Background: an optimization exercise with open tools, aiming at small area and a short achievable clock period. Do not read the settings as production practice.
No functional check of the RTL was part of any run shown here.
Power figures rest on the tool's default switching activity, not on a simulated workload.

==> flow/design.v, too long to show whole: its modules and the start of the top module <==
// module kernelRegs: 24 lines
// module windowBuffer: 42 lines
// module convMac: 3212 lines
// module fullAdder: 10 lines
// module maxPool: 48 lines
// module convPoolLayer: 56 lines
module convPoolLayer (
    input  logic               clock,
    input  logic               rstN,
    input  logic               pixValid,
    input  cnnPkg::pixelT      pixData,
    input  logic               coefValid,
    input  cnnPkg::coefWriteT  coefWr,
    output logic               poolValid,
    output cnnPkg::poolSampleT poolOut
);
  // ...
==> flow/run.sh <==
#!/bin/bash
# synth_recipe.tcl (not shown) runs the flow's synth.tcl, then flattens the netlist and writes it again
# the make line also repeats each setting of config.mk as NAME=value (left out here)
make -C /OpenROAD-flow-scripts/flow DESIGN_CONFIG=/design/flow/config.mk WORK_HOME=/design/flow/orfs CLKGATE_MAP_FILE= SYNTH_SCRIPT=/design/flow/synth_recipe.tcl finish
==> flow/config.mk <==
export PLATFORM = sky130hd
export DESIGN_NAME = convPoolLayer
export DESIGN_NICKNAME = convPoolLayer
export VERILOG_FILES = /design/flow/design.v
export SDC_FILE = /design/flow/constraint.sdc
export NUM_CORES = 4
export LEC_CHECK = 0
export CAP_MARGIN = 20
export CORE_MARGIN = 2
export CORE_UTILIZATION = 40
export SETUP_SLACK_MARGIN = 3.5
export SLEW_MARGIN = 20
export SYNTH_HIERARCHICAL = 1
==> flow/constraint.sdc <==
create_clock -name core_clock -period 6.5 [get_ports {clock}]
set_input_delay 1.3000 -clock core_clock [delete_from_list [all_inputs] [get_ports {clock}]]
set_output_delay 1.3000 -clock core_clock [all_outputs]
set_load 0.01 [all_outputs]
==> notes.md, run 1 <==
1st-pass router iterations=5; Hold Startpoint=uConvMac.s1r120; NonClk Buf Share=under 10%; GRT overflow=0; HP Class=flip-flop to flip-flop; register area=between 10,000 and 15,000 um^2; status=complete, no violations; die width=between 200 and 300 um; largest registers=uWindowBuffer.shift: 152 flops, uKernelRegs.wgt: 72 flops, uMaxPool.pairQ: 38 flops; fraction of layout cells with a size suffix above 1=about a fifth; fin worst setup slack=about 3.4 ns; Post-Layout Cell Count=between 3k and 4k; Hold Buf Count CTS=0; top-area cell type share of the netlist area=36.14%; Clock Power Share=about 16%; FF-to-FF setup slack=3.37 ns; CTS H-Tree Depth=2; nonclk inv count=55; Reg power frac=around 26%; Worst Hold Depth=0; Post-synth EDFFs=between 200 and 250; total I/O pin count=between 40 and 50; largest net degree at the start of global routing=68; fraction of area in registers=approximately 37%; CP Capture Point=uConvMac.sum[18]; Post-CTS Setup Repair Bufs=84; crit-path max FO=3; slew at the pin closest to its max-slew limit=approximately 0.99 ns; Seq/Total Area, Yosys=between 40 and 50%; overall power=0.02202 W; Sink Count=518; Cell Chain, Critical Path=fa_2 -> fa_2 -> fa_2 -> fa_2 -> or3_4 -> or4_4 -> o211ai_4 -> xnor2_2; Post-synth top cells=555 x fa_1, 502 x nand2_1, 212 x dfxtp_1; Hold Vio Cnt, Final=0; Comb pwr share=between 50% and 60%; fin. max-slew vios=0; TritonCTS Buffers=between 50 and 60; Final clock-cell share=5.725%; post-CTS sizing=54; CP startpoint kind=flip-flop; Top delay family on crit path=adder cells; Synth Register Bits=518; Compound-Gate Fraction of Synth Area=around 2.3%
==> module kernelRegs, before the edit <==
module kernelRegs (
    input  logic        clock,
    input  logic        rstN,
    input  logic        coefValid,
    input  logic [11:0] coefWr,
    output logic [71:0] wgt,
    output logic [7:0]  bias
);
    always_ff @(posedge clock or negedge rstN) begin
        if (!rstN) begin
            wgt  <= '0;
            bias <= '0;
        end else if (coefValid) begin
            for (int i = 0; i < 9; i++) begin
                if (coefWr[11:8] == 4'(i)) begin
                    wgt[8*i +: 8] <= coefWr[7:0];
                end
            end
            if (coefWr[11:8] == 4'd9) begin
                bias <= coefWr[7:0];
            end
        end
    end
endmodule
==> run 2: changes to the inputs <==
--- a/flow/design.v
+++ b/flow/design.v
@@ -46,28 +46,40 @@
 module kernelRegs (
     input  logic        clock,
     input  logic        rstN,
     input  logic        coefValid,
     input  logic [11:0] coefWr,
     output logic [71:0] wgt,
     output logic [7:0]  bias
 );
+    logic        wrValid;
+    logic [11:0] wr;
+    always_ff @(posedge clock or negedge rstN) begin
+        if (!rstN) begin
+            wrValid <= 1'b0;
+        end else begin
+            wrValid <= coefValid;
+        end
+    end
+    always_ff @(posedge clock) begin
+        wr <= coefWr;
+    end
     always_ff @(posedge clock or negedge rstN) begin
         if (!rstN) begin
             wgt  <= '0;
             bias <= '0;
-        end else if (coefValid) begin
+        end else if (wrValid) begin
             for (int i = 0; i < 9; i++) begin
-                if (coefWr[11:8] == 4'(i)) begin
-                    wgt[8*i +: 8] <= coefWr[7:0];
+                if (wr[11:8] == 4'(i)) begin
+                    wgt[8*i +: 8] <= wr[7:0];
                 end
             end
-            if (coefWr[11:8] == 4'd9) begin
-                bias <= coefWr[7:0];
+            if (wr[11:8] == 4'd9) begin
+                bias <= wr[7:0];
             end
         end
     end
 endmodule
 `timescale 1ns/1ps
 module windowBuffer (
     input  logic        clock,
     input  logic        rstN,
@@ -1961,42 +1973,48 @@
     logic s2r162;
     logic s2r163;
     logic s2r164;
     logic s2r165;
     logic s2r166;
     logic s2r167;
     logic s2r168;
     logic s2r169;
+    logic hs0;
+    logic hc0;
+    logic hs1;
+    logic hc1;
+    logic hs2;
+    logic hc2;
     logic fs547;
     logic fc547;
     logic fs548;
     logic fc548;
+    logic hs3;
+    logic hc3;
+    logic hs4;
+    logic hc4;
     logic fs549;
     logic fc549;
     logic fs550;
     logic fc550;
     logic fs551;
     logic fc551;
     logic fs552;
     logic fc552;
     logic fs553;
     logic fc553;
     logic fs554;
     logic fc554;
-    logic fs555;
-    logic fc555;
-    logic fs556;
-    logic fc556;
-    logic fs557;
-    logic fc557;
-    logic fs558;
-    logic fc558;
-    logic fs559;
-    logic fc559;
+    logic hs5;
+    logic hc5;
+    logic hs6;
+    logic hc6;
+    logic hs7;
+    logic hc7;
     logic [18:0] opA;
     logic [18:0] opB;
     assign pp0 = ~(pix[0] & wgt[0]);
     assign pp1 = ~(pix[8] & wgt[8]);
     assign pp2 = ~(pix[16] & wgt[16]);
     assign pp3 = ~(pix[24] & wgt[24]);
     assign pp4 = ~(pix[32] & wgt[32]);
     assign pp5 = ~(pix[40] & wgt[40]);
@@ -3299,31 +3317,42 @@
         s2r163 <= fc544;
         s2r164 <= fs545;
         s2r165 <= fc545;
         s2r166 <= fs546;
         s2r167 <= fc546;
         s2r168 <= fs535;
         s2r169 <= fc535;
     end
-    fullAdder uFa547 (.a(s2r136), .b(s2r137), .c(s2r138), .s(fs547), .co(fc547));
-    fullAdder uFa548 (.a(s2r140), .b(s2r141), .c(s2r142), .s(fs548), .co(fc548));
-    fullAdder uFa549 (.a(s2r144), .b(s2r145), .c(s2r146), .s(fs549), .co(fc549));
-    fullAdder uFa550 (.a(s2r147), .b(s2r148), .c(s2r149), .s(fs550), .co(fc550));
-    fullAdder uFa551 (.a(s2r150), .b(s2r151), .c(s2r152), .s(fs551), .co(fc551));
-    fullAdder uFa552 (.a(s2r154), .b(s2r155), .c(s2r156), .s(fs552), .co(fc552));
-    fullAdder uFa553 (.a(s2r160), .b(s2r161), .c(s2r162), .s(fs553), .co(fc553));
-    fullAdder uFa554 (.a(fc550), .b(fs551), .c(s2r153), .s(fs554), .co(fc554));
-    fullAdder uFa555 (.a(fc551), .b(fs552), .c(s2r157), .s(fs555), .co(fc555));
-    fullAdder uFa556 (.a(fc552), .b(s2r158), .c(s2r159), .s(fs556), .co(fc556));
-    fullAdder uFa557 (.a(fc553), .b(s2r163), .c(s2r164), .s(fs557), .co(fc557));
-    fullAdder uFa558 (.a(fc557), .b(s2r165), .c(s2r166), .s(fs558), .co(fc558));
-    fullAdder uFa559 (.a(fc558), .b(s2r167), .c(s2r168), .s(fs559), .co(fc559));
-    assign opA = {fc559, fs559, fs558, fs557, fc556, fc555, fc554, fs554, fc549, fc548, fs548, fc547, fs547, s2r135, s2r134, s2r132, s2r131, s2r130, s2r128};
-    assign opB = {s2r169, 1'b1, 1'b1, 1'b1, fs553, fs556, fs555, 1'b1, fs550, fs549, s2r143, s2r139, 1'b1, 1'b1, 1'b1, s2r133, 1'b1, 1'b1, s2r129};
+    assign hs0 = ~(s2r140 ^ s2r141);
+    assign hc0 = s2r140 | s2r141;
+    assign hs1 = ~(s2r144 ^ s2r145);
+    assign hc1 = s2r144 | s2r145;
+    assign hs2 = ~(s2r147 ^ s2r148);
+    assign hc2 = s2r147 | s2r148;
+    fullAdder uFa547 (.a(s2r150), .b(s2r151), .c(s2r152), .s(fs547), .co(fc547));
+    fullAdder uFa548 (.a(s2r154), .b(s2r155), .c(s2r156), .s(fs548), .co(fc548));
+    assign hs3 = ~(s2r136 ^ s2r137);
+    assign hc3 = s2r136 | s2r137;
+    assign hs4 = ~(hs0 ^ s2r142);
+    assign hc4 = hs0 | s2r142;
+    fullAdder uFa549 (.a(hc0), .b(hs1), .c(s2r146), .s(fs549), .co(fc549));
+    fullAdder uFa550 (.a(hc1), .b(hs2), .c(s2r149), .s(fs550), .co(fc550));
+    fullAdder uFa551 (.a(hc2), .b(fs547), .c(s2r153), .s(fs551), .co(fc551));
+    fullAdder uFa552 (.a(fc547), .b(fs548), .c(s2r157), .s(fs552), .co(fc552));
+    fullAdder uFa553 (.a(fc548), .b(s2r158), .c(s2r159), .s(fs553), .co(fc553));
+    fullAdder uFa554 (.a(s2r160), .b(s2r161), .c(s2r162), .s(fs554), .co(fc554));
+    assign hs5 = ~(s2r163 ^ s2r164);
+    assign hc5 = s2r163 | s2r164;
+    assign hs6 = ~(s2r165 ^ s2r166);
+    assign hc6 = s2r165 | s2r166;
+    assign hs7 = ~(s2r167 ^ s2r168);
+    assign hc7 = s2r167 | s2r168;
+    assign opA = {hc7, hc6, hc5, fc554, fc553, fc552, fc551, fc550, fc549, hc4, hs4, hc3, hs3, s2r135, s2r134, s2r132, s2r131, s2r130, s2r128};
+    assign opB = {s2r169, hs7, hs6, hs5, fs554, fs553, fs552, fs551, fs550, fs549, s2r143, s2r139, s2r138, 1'b1, 1'b1, s2r133, 1'b1, 1'b1, s2r129};
     always_ff @(posedge clock) begin
         sum <= ~opA + ~opB;
     end
 endmodule
 module fullAdder (
     input  logic a,
     input  logic b,
     input  logic c,
==> run 2 against run 1 <==
  * Still clean on timing, DRC and antenna
  * Sequential cell count grew 13
  * Via count is 1.3% higher
  * Power is 0.10% higher
  * Setup slack better by 0.13 ns
  * Maximum frequency rose by 4.2%
  * Design area up 0.63%
  * Count of clock-buffer cells in the layout up 5
  * Synthesized area hardly changed
  * Critical path depth decreased by 3
  * Combinational power about the same
  * Die area is essentially flat
  * Utilization up 0.29 points
==> notes.md, run 2 <==
DR vias/cell=5.213; most used cell, CP=fa_1; first-pass GRT wire length=between 100,000 and 150,000 um; Leak=13.18 nW; DIE HEIGHT=~280 um; CP required=6.98 ns; Die Area=79,010 um^2; top-area cell type share of the netlist area=35.85% (-0.29 points); HP Class=flip-flop to flip-flop; worst vdd ir=about 0.3 mV; period utilization=a little under half; buffers added on ports=48; RSZ-0062 raised after global routing=true; Initial Util=40.44%; Layout area overhead=16.00%; Post-synth top cells=550 x fa_1, 510 x nand2_1, 224 x dfxtp_1; slowest cell on the critical path=fa_2; Sink Count=531 (+2.5%); TritonCTS Buffers=57 (unchanged); crit-path max FO=9 (+6); vias in the first global route=20.10k; total I/O pin count=49 (unchanged); syn_nets=between 2k and 3k; 1st-pass router iterations=6 (+1); final setup skew=0.02918 ns; cell taking the most area after synthesis=fa_1; top_reg_cell synth=dfxtp_1; fin. max-slew vios=0 (unchanged); Top delay family on crit path=adder cells; total track usage=approximately a quarter; Max-Cap Viols=0; asr flop ratio synth=18.46%; critical path endpoint category=flip-flop; die width=281.1 um (about the same); top-count cell post-synth=fa_1; clk buf depth=3; final WL=just under 90,000 um; Post-Layout Cell Count=3,444 (+0.76%); synthesized cell area=about 31,000 um^2; routability congestion estimate=roughly 1; final setup fails=0; CTS clk-pin slew, worst paths=about 0.060 ns; cells after synthesis=roughly 2.2k; max reg flops=roughly 150; Synth Register Bits=531 (+2.5%); setup_tns=0 ns; DRT antenna net count=0; Post-DP HPWL=between 60,000 and 70,000 um; 1st-iter DRT viols=between 1k and 1.5k; Cell Rows=101; CP startpoint kind=flip-flop; CTS H-Tree Depth=2 (unchanged); number of cells after detailed placement=roughly 3.2k; Hold Vio Cnt, Final=0 (unchanged); core area=between 70,000 and 80,000 um^2; Seq/Total Area, Yosys=43.02% (+0.90 points); Vias=between 15k and 20k; Cell Chain, Critical Path=and2_1 -> fa_1 -> fa_2 -> fa_1 -> fa_1; CTS tree=done; Final Critical Period=roughly 3 ns; power density cells=618.8 nW/um^2; FF-to-FF setup slack=3.50 ns (+0.13 ns); clock root buffer=clkbuf_16; CP Buf/Inv Count=0; Crit Path Class=flip-flop to flip-flop; commonest non-fill, non-tap cell in the layout=fa_1; CP arrival=approximately 3.5 ns; DR DRC count=0; Synth area leaders=fa_1 36%, edfxtp_1 20%, dfxtp_1 15%; initial antenna violation count=4; wire per inst=roughly 26 um; largest stage delay on the critical path=between 0.6 and 0.7 ns; Final Net Count=approximately 3.0k; status=complete, no violations; Biggest register=uWindowBuffer.shift; syn_area_per_cell=14.02 um^2; slew at the pin closest to its max-slew limit=1.082 ns (+0.09650 ns); largest registers=uWindowBuffer.shift: 152 flops, uKernelRegs.wgt: 72 flops, uMaxPool.pairQ: 38 flops; fmax=~330 MHz; GRT overflow=0 (unchanged); Yosys Warn Count=13; fraction of layout cells with a size suffix above 1=17.54% (-3.6 points); Post-synth EDFFs=209 (unchanged); Clock Latency Late Sink=around 0.63 ns; commonest cells after routing, fill and taps aside=527 x fa_1, 510 x nand2_1, 224 x dfxtp_1; count of different cell masters after synthesis=66; slew margin rel.=27.51%; largest net degree at the start of global routing=94 (+38%)
==> run 2: cell families (layout without fill, tap and decap cells) <==
kind of cell / count (synthesis) / after routing / synth area share, %
compound gates: 95 / 95 / 2.334
xor+xnor: 20 / 20 / 0.5703
fa+ha+maj: 601 / 601 / 37.93
buf+inv: 137 / 357 / 1.874
flops: 531 / 531 / 43.02
mux: 103 / 103 / 3.988
other cells: 0 / 3 / 0
simple gates: 704 / 704 / 10.29
==> run 2: path summary, 6_finish.rpt <==
check / endpoint / cells past startpoint / start
hold / removal: uConvMac.s2r128 / 0 / uConvMac.s1r0
max in group asynchronous: macValid[2] / 2 / rstN
hold reg to reg: uConvMac.s2r128 / 0 / uConvMac.s1r0
min in group asynchronous: uKernelRegs.wgt[36] / 1 / rstN
setup reg to reg: uConvMac.s1r45 / 5 / uKernelRegs.wgt[16]
setup / recovery: uConvMac.s1r45 / 5 / uKernelRegs.wgt[16]
==> run 2: final cells by class <==
cell class | count | area, um^2
Antenna cell | 3 | 7.507
Clock buffer | 79 | 1687
Clock inverter | 29 | 382.9
Fill cell | 6672 | 40320
Inverter | 75 | 281.5
Multi-Input combinational cell | 1523 | 17030
Sequential cell | 531 | 13280
Tap cell | 1030 | 1289
Timing Repair Buffer | 174 | 1670
==> run 2: metrics by stage <==
step                setup WS (ns)  total power [W]  cell area [um^2]  hold slack [ns]  util (%)
finish                      3.497          0.02204             35630           0.3260     46.91
global route                3.465          0.02375             35620           0.3375     46.90
CTS                         3.500          0.02205             35330           0.3241     46.51
detailed placement          3.000          0.01830             32260           0.3121     42.48
global placement            2.972          0.01789             32260           0.3127     42.48
floorplan                   3.737          0.01332             30710           0.3096         -
==> run 2: repair_timing <==
item,CTS,global route
resized for setup,40,48
hold buffers,0,0
pin swaps,3,10
setup buffers,96,24
hold endpoints to repair,0,0
setup endpoints to repair,120,83
==> run 2: Yosys stat by module, one instance, submodules excluded <==
| module | flops+latches | area [um^2] | cells |
|---|---|---|---|
| convPoolLayer | 3 | 75.07 | 3 |
| convMac | 189 | 7560 | 968 |
| windowBuffer | 159 | 4883 | 177 |
| maxPool | 87 | 3800 | 293 |
| fullAdder | 0 | 20.02 | 1 |
| kernelRegs | 93 | 3384 | 200 |
==> run 2: worst register-to-register path, stage by stage (launching register included) <==
cell and delay [ns]:
dfrtp_2 0.53, and2_1 0.23, fa_1 0.48, fa_2 0.63
fa_1 0.49, fa_1 0.51
==> run 2: layer usage <==
| metal | part of all wire [%] | GRT usage (%) | up-vias |
|---|---|---|---|
| li1 | - | - | 7480 |
| met1 | 40 | 30.75 | 9589 |
| met2 | 47 | 37.96 | 701 |
| met3 | 7.5 | 5.030 | 184 |
| met4 | 4.9 | 10.12 | 0 |
| met5 | 0 | 0 | - |
==> run 2: where the power goes <==
part	total [W]	internal (W)	switching [W]
Sequential	0.00584	0.00491	0.000933
Clock	0.00352	0.00211	0.00141
Combinational	0.0127	0.00568	0.00700
Total	0.0220	0.0127	0.00934

static timing again, ports no longer ideal:
Ports are ideal in the flow. The routed layouts listed here were re-timed in OpenROAD. Step 1 (the two cells are an assumption about what drives the block):
set clk [get_ports {clock}]
set_driving_cell -lib_cell sky130_fd_sc_hd__clkbuf_16 $clk
set_driving_cell -lib_cell sky130_fd_sc_hd__buf_2 [delete_from_list [all_inputs] $clk]
Step 2 times the ports against the registers' clock, not the clock port: input delays grow and output delays shrink by t, the midpoint of the rising clock arrivals with the driver on. Three values: ideal, step 1, step 2; two values: the first two.
| run | t (ns) | slack for setup (ns) | worst setup path at the end | clock arrival spread, ns | slew at the worst register clock pin (ns) |
|---|---|---|---|---|---|
| run 1 | 0.674 | 3.371 / 3.371 / 3.114 | input to register | 0.035 / 0.035 | 0.07 / 0.07 |
| run 2 | 0.683 | 3.497 / 3.497 / 3.497 | register to register | 0.030 / 0.030 | 0.07 / 0.07 |
After both steps every run listed still meets setup and hold. For run 1, which loses most, drivers alone change the setup slack by 0.000 ns; drivers and shift together by -0.257 ns.
